Background: an optimization exercise with open tools, aiming at small area. Do not read the settings as production practice. Only simulation tests tie the RTL to the original design; equivalence was not proved.

==> flow/design.v, too long to show whole: its modules and the start of the top module <==
// module ecg_qrs_detector: 1748 lines
// module ecg_fa: 5 lines
// module ecg_ha: 4 lines
module ecg_qrs_detector #(
    parameter int DIN_W       = 59,
    parameter int MWI_LEN     = 32,
    parameter int REFRACT_LEN = 50,
    parameter int MAX_ABOVE   = 64
) (
    input  logic                    clk,
    input  logic                    rst,
    input  logic signed [DIN_W-1:0] din,
    input  logic                    din_valid,
    input  logic [31:0]             thresh,
    output logic [31:0]             mwi_out,
    output logic                    mwi_valid,
    output logic                    qrs_valid,
    output logic [31:0]             qrs_peak,
    output logic [31:0]             qrs_idx
);
  // ...
==> flow/flow/run.sh <==
#!/bin/bash
# Layout flow: the standard flow (standard synthesis unchanged) with
# buf_1 port buffers and a clock tree of fewer, larger clusters without
# dummy loads. The whole ORFS output goes to standard.log (each step also
# keeps its own log under orfs/logs).
export BUFFER_PORTS_ARGS="-buffer_cell sky130_fd_sc_hd__buf_1"
export CTS_ARGS="-sink_clustering_enable -repair_clock_nets -dont_use_dummy_load -sink_clustering_size 16 -sink_clustering_max_diameter 60 -buf_list sky130_fd_sc_hd__clkbuf_8"
bash standard.sh > standard.log 2>&1
==> flow/standard.sh <==
#!/bin/bash
# synth_recipe.tcl (not shown) runs the flow's synth.tcl, then flattens the netlist and writes it again
# the make line also repeats each setting of config.mk as NAME=value (left out here)
make -C /OpenROAD-flow-scripts/flow DESIGN_CONFIG=/design/flow/config.mk WORK_HOME=/design/flow/orfs CLKGATE_MAP_FILE= SYNTH_SCRIPT=/design/flow/synth_recipe.tcl "${@:-finish}"
==> flow/config.mk <==
export PLATFORM = sky130hd
export DESIGN_NAME = ecg_qrs_detector
export DESIGN_NICKNAME = ecg_qrs_detector
export VERILOG_FILES = /design/flow/design.v
export SDC_FILE = /design/flow/constraint.sdc
export NUM_CORES = 4
export LEC_CHECK = 0
export CAP_MARGIN = 20
export CORE_MARGIN = 2
export CORE_UTILIZATION = 55
export PLACE_DENSITY = 0.7
export SLEW_MARGIN = 20
export SYNTH_HIERARCHICAL = 1
==> flow/constraint.sdc <==
create_clock -name core_clock -period 10.0 [get_ports {clk}]
set_input_delay 2.0000 -clock core_clock [delete_from_list [all_inputs] [get_ports {clk}]]
set_output_delay 2.0000 -clock core_clock [all_outputs]
set_load 0.01 [all_outputs]
==> flow_metrics.py, run 1 <==
metrics = {
    "status": {
        "outcome": "no timing/DRC/antenna violations",
    },
    "drt": {
        "detail_route.wirelength_microns": 66400,
        "top_layer_used": "met5",
        "post-route-drc-count": 0,
        "drtPass1Iterations": 6,
    },
    "synthesis": {
        "post-synth-top-area-fraction": 0.500,
        "yosysWarningCount": 11,
        "synth_enable_flop_cells": 586,
        "postSynth.topFlopCell": "sky130_fd_sc_hd__edfxtp_1",
        "synth_xor_xnor_area_share": 0.00448,
    },
    "global_route": {
        "pin_count_of_the_biggest_net_entering_global_routing": 206,
        "grt_util_met2": 0.327,
        "grt_antenna_before_repair": 1,
    },
    "placed_design": {
        "post_detailed_placement_cell_area_sq_mm": 0.0367,
    },
    "floorplanning": {
        "start_util": 0.557,
    },
    "timing": {
        "setup-violations-final": 0,
        "layout_min_cycle_time_ns": 8.16,
        "max_freq_mhz": 122,
    },
    "worst_setup_path": {
        "cpPeakStageDelay_ns": 0.65,
        "required_ns": 10.39,
        "worst_r2r_startpoint": "spend[0]$_DFF_PP0_",
    },
    "finish": {
        "area_growth_pct": 6.70,
        "sequential_cell_area_sq_mm": 0.0218,
        "multi_input_area_share": 0.328,
    },
    "job": {
        "max_cap_viol_count": 0,
    },
    "worst_hold_path": {
        "timing.hold.worst_endpoint": "win[27][3]$_DFFE_PP_",
    },
}
==> inputs of run 2 (changes only) <==
--- a/flow/design.v
+++ b/flow/design.v
@@ -1661,40 +1661,45 @@
     logic [30:0] gt_thr, gt_pk;
     logic [32:0] idx_c;
     logic [31:0] idx_inc;
     logic [26:0] pidx_b;
     logic [25:0] pidx_hi;
     logic [6:0]  cnt_c;
     logic [5:0]  cnt_inc;
     logic [6:0]  plo_b;
-    assign gt_thr[0] = 1'b0;
-    assign gt_pk[0]  = 1'b0;
+    logic [30:0] ge_thr, ge_pk;
+    wire  [29:0] nmwi = ~mwi;
+    assign ge_thr[0] = 1'b1;
+    assign ge_pk[0]  = 1'b1;
     for (genvar i = 0; i < 30; i++) begin : g_cmp
-        assign gt_thr[i+1] = (mwi[i] & ~thresh[i]) | (~(mwi[i] ^ thresh[i]) & gt_thr[i]);
-        assign gt_pk[i+1]  = (mwi[i] & ~peak[i])   | (~(mwi[i] ^ peak[i])   & gt_pk[i]);
+        assign ge_thr[i+1] = (thresh[i] & nmwi[i]) | (thresh[i] & ge_thr[i]) | (nmwi[i] & ge_thr[i]);
+        assign ge_pk[i+1]  = (peak[i] & nmwi[i])   | (peak[i] & ge_pk[i])    | (nmwi[i] & ge_pk[i]);
     end
+    assign gt_thr[30] = ~ge_thr[30];
+    assign gt_pk[30]  = ~ge_pk[30];
     assign idx_c[0] = mwi_valid;
     for (genvar i = 0; i < 32; i++) begin : g_idx
         assign idx_inc[i] = idx[i] ^ idx_c[i];
         assign idx_c[i+1] = idx[i] & idx_c[i];
     end
     assign cnt_c[0] = 1'b1;
     for (genvar i = 0; i < 6; i++) begin : g_cnt
         assign cnt_inc[i] = cnt[i] ^ cnt_c[i];
         assign cnt_c[i+1] = cnt[i] & cnt_c[i];
     end
-    assign plo_b[0] = 1'b0;
+    wire [5:0] nplo = ~plo;
+    assign plo_b[0] = 1'b1;
     for (genvar i = 0; i < 6; i++) begin : g_plo
-        assign plo_b[i+1] = (~idx[i] & plo[i]) | (~(idx[i] ^ plo[i]) & plo_b[i]);
+        assign plo_b[i+1] = (idx[i] & nplo[i]) | (idx[i] & plo_b[i]) | (nplo[i] & plo_b[i]);
     end
     assign pidx_b[0] = plo_b[6];
     for (genvar i = 0; i < 26; i++) begin : g_pidx
-        assign pidx_hi[i]  = idx[i+6] ^ pidx_b[i];
-        assign pidx_b[i+1] = ~idx[i+6] & pidx_b[i];
+        assign pidx_hi[i]  = ~(idx[i+6] ^ pidx_b[i]);
+        assign pidx_b[i+1] = idx[i+6] | pidx_b[i];
     end
     assign above_thr = (thresh[31:30] == 2'b00) && gt_thr[30];
     assign gt_peak   = gt_pk[30];
     assign term      = &cnt;
     assign detect    = mwi_valid && (state == ABOVE) && (!above_thr || term);
     assign upd_above = above_thr && gt_peak;
     assign peak_fin  = upd_above ? mwi : peak;
     assign pidx      = upd_above ? idx :
==> flow/flow/run.sh (replaced) <==
#!/bin/bash
# Layout flow: the standard flow (standard synthesis unchanged) with
# buf_1 port buffers and a clock tree of fewer, larger clusters without
# dummy loads. The whole ORFS output goes to standard.log (each step also
# keeps its own log under orfs/logs).
export BUFFER_PORTS_ARGS="-buffer_cell sky130_fd_sc_hd__buf_1"
export CTS_ARGS="-sink_clustering_enable -repair_clock_nets -dont_use_dummy_load -sink_clustering_size 18 -sink_clustering_max_diameter 60 -buf_list sky130_fd_sc_hd__clkbuf_8"
bash standard.sh > standard.log 2>&1
==> flow/config.mk (replaced) <==
export PLATFORM = sky130hd
export DESIGN_NAME = ecg_qrs_detector
export DESIGN_NICKNAME = ecg_qrs_detector
export VERILOG_FILES = /design/flow/design.v
export SDC_FILE = /design/flow/constraint.sdc
export NUM_CORES = 4
export LEC_CHECK = 0
export CAP_MARGIN = 20
export CORE_MARGIN = 2
export CORE_UTILIZATION = 65
export PLACE_DENSITY = 0.8
export SLEW_MARGIN = 20
export SYNTH_HIERARCHICAL = 1
==> flow_metrics.py, run 2 <==
metrics = {
    "status": {
        "outcome": "no timing/DRC/antenna violations",
    },
    "synthesis": {
        "synthCells": 2199,
        "synth.largest_area_cell": "sky130_fd_sc_hd__edfxtp_1",
        "leading_cell_types_by_count_after_synthesis": "sky130_fd_sc_hd__edfxtp_1 (586), sky130_fd_sc_hd__fa_1 (294), sky130_fd_sc_hd__nand2_1 (214)",
        "synth.yosys.seq_area_share": 0.628,
        "dominant_combinational_cell_family_by_area_after_synthesis": "adder cells",
        "synth_xor_xnor_area_share": 0.00454,
        "basic_gate_share_of_the_synthesized_area_counting_and_or_nand_and_nor_cells": 0.0655,
        "post_synth_arst_share": 0.188,
        "post-synth-top-area-fraction": 0.507,
        "synth_compound_area_frac": 0.0347,
        "synth_enable_flop_cells": 586,
        "postSynth.topFlopCell": "sky130_fd_sc_hd__edfxtp_1",
        "most_frequently_used_cell_type_in_the_post_synthesis_netlist": "sky130_fd_sc_hd__edfxtp_1",
        "synth.distinct_cells": 68,
        "yosysWarningCount": 11,
        "syn-cell-area_sq_mm": 0.0347,
        "post_synth.cell_area_avg_sq_um": 15.8,
        "synth-adder-area-share": 0.216,
        "synth.ff_latch_count": 761,
        "synth_top_cells_by_area": "sky130_fd_sc_hd__edfxtp_1 (51%), sky130_fd_sc_hd__fa_1 (17%), sky130_fd_sc_hd__dfrtp_1 (10%), sky130_fd_sc_hd__ha_1 (4.2%), sky130_fd_sc_hd__nand2_1 (2.3%)",
        "synth.area.mux_share": 0.0174,
    },
    "drt": {
        "final_antenna_net_count": 0,
        "detail_route.wirelength_microns": 64500,
        "vias": 17800,
        "wl_per_cell_microns": 21.2,
        "post_drt_via_cell_ratio": 5.86,
        "post-route-drc-count": 0,
        "detailedRoute.firstIterationViolations": 1440,
        "drtPass1Iterations": 5,
    },
    "floorplanning": {
        "fp.dieH_microns": 235,
        "standard_cell_rows": 84,
        "start_util": 0.659,
        "die_width_microns": 235,
        "die_area_sq_mm": 0.0553,
        "floorplan.core_area_sq_mm": 0.0527,
        "pin_count": 192,
    },
    "timing": {
        "setup-violations-final": 0,
        "layout_min_cycle_time_ns": 8.09,
        "slew_violations": 0,
        "fin_skew_ns": 0.0862,
        "slew-limit-headroom": 0.321,
        "setup-tns-final_ns": 0,
        "unrepaired_setup_endpoints_after_global_routing": "no",
        "timing.final.crit_share": 0.809,
        "max_freq_mhz": 124,
        "finalHoldViolCount": 0,
        "hold_slack_ns": 0.371,
        "worst-slew-pin-transition_ns": 1.02,
    },
    "finish": {
        "largest-register": "win",
        "insertedDiodeCount": 0,
        "number_of_non_filler_instances_in_the_completed_layout": 3039,
        "fillCellCount": 3429,
        "area_growth_pct": 5.81,
        "finish.net_count": 2857,
        "flip_flop_count_of_the_largest_register_all_copies_and_words_added": 480,
        "post_route_cells_drive_above_1_share": 0.0630,
        "final_core_util": 0.698,
        "mostFrequentLayoutCell": "sky130_fd_sc_hd__edfxtp_1",
        "layout_common_cells": "sky130_fd_sc_hd__edfxtp_1 (586), sky130_fd_sc_hd__fa_1 (267), sky130_fd_sc_hd__nand2_1 (212)",
        "largestRegisters": "win (480), xd (64), sum (35)",
    },
    "worst_setup_path": {
        "worst_ep_arrival_time_ns": 6.09,
        "critPathSlowestCell": "sky130_fd_sc_hd__dfrtp_1",
        "cpPeakStageDelay_ns": 0.42,
        "worst-r2r-cell-count": 31,
        "reg2reg_slack_ns": 1.97,
        "critical-path-top-cell-by-count": "sky130_fd_sc_hd__ha_1",
        "timing.critical_path.cells": "ha_1 > ha_1 > ha_1 > ha_1 > ha_1 > ha_1 > ha_1 > ha_1 > fa_1 > ha_1 > ha_1 > ha_1 > ha_1 > ha_1 > ha_1 > fa_1 > ha_1 > ha_1 > ha_1 > ha_1 > ha_1 > xnor2_1 > inv_1 > buf_1",
        "critical_path_buf_inv_count": 2,
        "stages_on_the_worst_setup_path": 24,
        "required_ns": 8.00,
        "path_max_fanout": 6,
        "crit_path_start_kind": "flop",
        "worstSetupEndpoint": "mwi_out[29]",
        "critical_path_class": "flop to primary output",
        "crit_start": "spend[0]$_DFF_PP0_",
        "critical_path.top_delay_family": "adder cells",
        "kind_of_capture_point_of_the_worst_setup_path": "primary output",
        "crit-reg2reg-capture": "peak[5]$_DFFE_PP_",
        "worst_r2r_startpoint": "spend[0]$_DFF_PP0_",
    },
    "clock_network": {
        "tritoncts_sinks": 761,
        "cts_inserted_buffers": 54,
        "cts-resized-gates": 0,
        "postCtsSetupBuffers": 0,
        "clk_transition_reported_paths_ns": 0.10,
        "htreeDepth": 2,
        "cts_root_buffer": "sky130_fd_sc_hd__clkbuf_8",
        "cts-root-to-sink-buffers": 3,
        "postCtsHoldBufs": 0,
        "clk_latency_ns": 0.69,
        "cts_tree": "done",
    },
    "worst_hold_path": {
        "hold_path_depth": 0,
        "min-delay-path-class": "flop to flop",
    },
    "placed_design": {
        "numPlacedInstances": 2983,
        "finalWeightedCongestion": 0.941,
        "place.detailed.hpwl_microns": 44800,
        "port_buffers": 187,
    },
    "global_route": {
        "wire_length_of_the_first_global_routing_pass_microns": 103000,
        "gr-total-overflow": 0,
        "grt_antenna_before_repair": 0,
        "pin_count_of_the_biggest_net_entering_global_routing": 124,
        "first_global_vias": 18900,
        "global_route.usage.total": 0.239,
    },
    "job": {
        "max_cap_viol_count": 0,
    },
}
==> run 2: cell types whose count changed after synthesis, moves of 25 or more <==
cell | previous run | this run
sky130_fd_sc_hd__ha_1 | 179 | 116
sky130_fd_sc_hd__nor3_1 | 46 | 4
sky130_fd_sc_hd__nand2_1 | 174 | 214
sky130_fd_sc_hd__inv_1 | 180 | 146
sky130_fd_sc_hd__o311ai_0 | 0 | 33
sky130_fd_sc_hd__a211oi_1 | 35 | 7
sky130_fd_sc_hd__o21ai_0 | 12 | 37
==> run 2: worst min path at each step <==
stage | from | end | slack, ns
3_3_place_gp | vld_p0$_DFF_PP0_ | vld_p1$_DFF_PP0_ | 0.36
5_1_grt | vld_p0$_DFF_PP0_ | vld_p1$_DFF_PP0_ | 0.38
3_5_place_dp | vld_p0$_DFF_PP0_ | vld_p1$_DFF_PP0_ | 0.35
4_1_cts | vld_p0$_DFF_PP0_ | vld_p1$_DFF_PP0_ | 0.38
2_1_floorplan | vld_p0$_DFF_PP0_ | vld_p1$_DFF_PP0_ | 0.33
6_report | vld_p0$_DFF_PP0_ | vld_p1$_DFF_PP0_ | 0.37
==> run 2: per-module statistics from Yosys, one instance, submodules excluded <==
module,area [sq um],times used,flops+latches
ecg_fa,20.0,294,0
ecg_ha,12.5,34,0
ecg_qrs_detector,28400,1,761
==> run 2: kinds of logic after synthesis <==
logic type | count (synthesis)
DFF | 761
and+or+nand+nor | 510
adders and majority gates | 427
buffers and inverters | 259
AOI/OAI and AO/OA | 167
muxes | 56
xor gates and xnor gates | 18
other | 1
==> run 2: area by class of cell <==
cell class                 instances  area (sq um)  share of cell area
sequential                       761         21800               0.594
multi-input combinational       1182         11900               0.323
timing repair buffer             205           875              0.0238
tap                              688           861              0.0234
clock buffer                      54           743              0.0202
inverter                         149           564              0.0154
==> run 2: metal layers <==
| metal | GRT usage | share of wire |
|---|---|---|
| met1 | 0.334 | 0.42 |
| met5 | 0 | 0 |
| met4 | 0.0859 | 0.035 |
| met2 | 0.382 | 0.48 |
| met3 | 0.0480 | 0.065 |
==> run 2: metrics by stage <==
stage | cell area (sq um) | setup slack, ns
3_5_place_dp | 35900 | 2.06
2_1_floorplan | 34900 | -2.31
6_report | 36700 | 1.91
4_1_cts | 36700 | 1.90
3_3_place_gp | 35900 | 2.17
5_1_grt | 36700 | 1.55

[separate check: timing with driven ports]
The results above use ideal ports. As a check the final layouts listed here were re-extracted and re-timed, cells and wires unchanged. Step 1 sets driving cells, clkbuf_16 on the clock port and buf_2 on the other inputs (assumed; they add their load-dependent delay and slew). Step 2 adds t to the input delays and takes it off the output delays; t is the mean of the earliest and latest rising clock arrival at the registers after step 1. Input paths then give back, and output paths get back, about the clock's delay inside the block. a / b / c = ideal / step 1 / step 2; a / b = the first two.
| run | t (ns) | slack for setup (ns) | hold slack, ns | worst setup path at the end | clock arrival spread, ns |
|---|---|---|---|---|---|
| run 1 | 0.714 | 1.836 / 1.836 / 1.836 | 0.375 / 0.375 / 0.375 | register to register | 0.092 / 0.092 |
| run 2 | 0.689 | 1.910 / 1.859 / 1.972 | 0.371 / 0.371 / 0.371 | register to register | 0.097 / 0.096 |
After both steps every run listed still meets setup and hold.
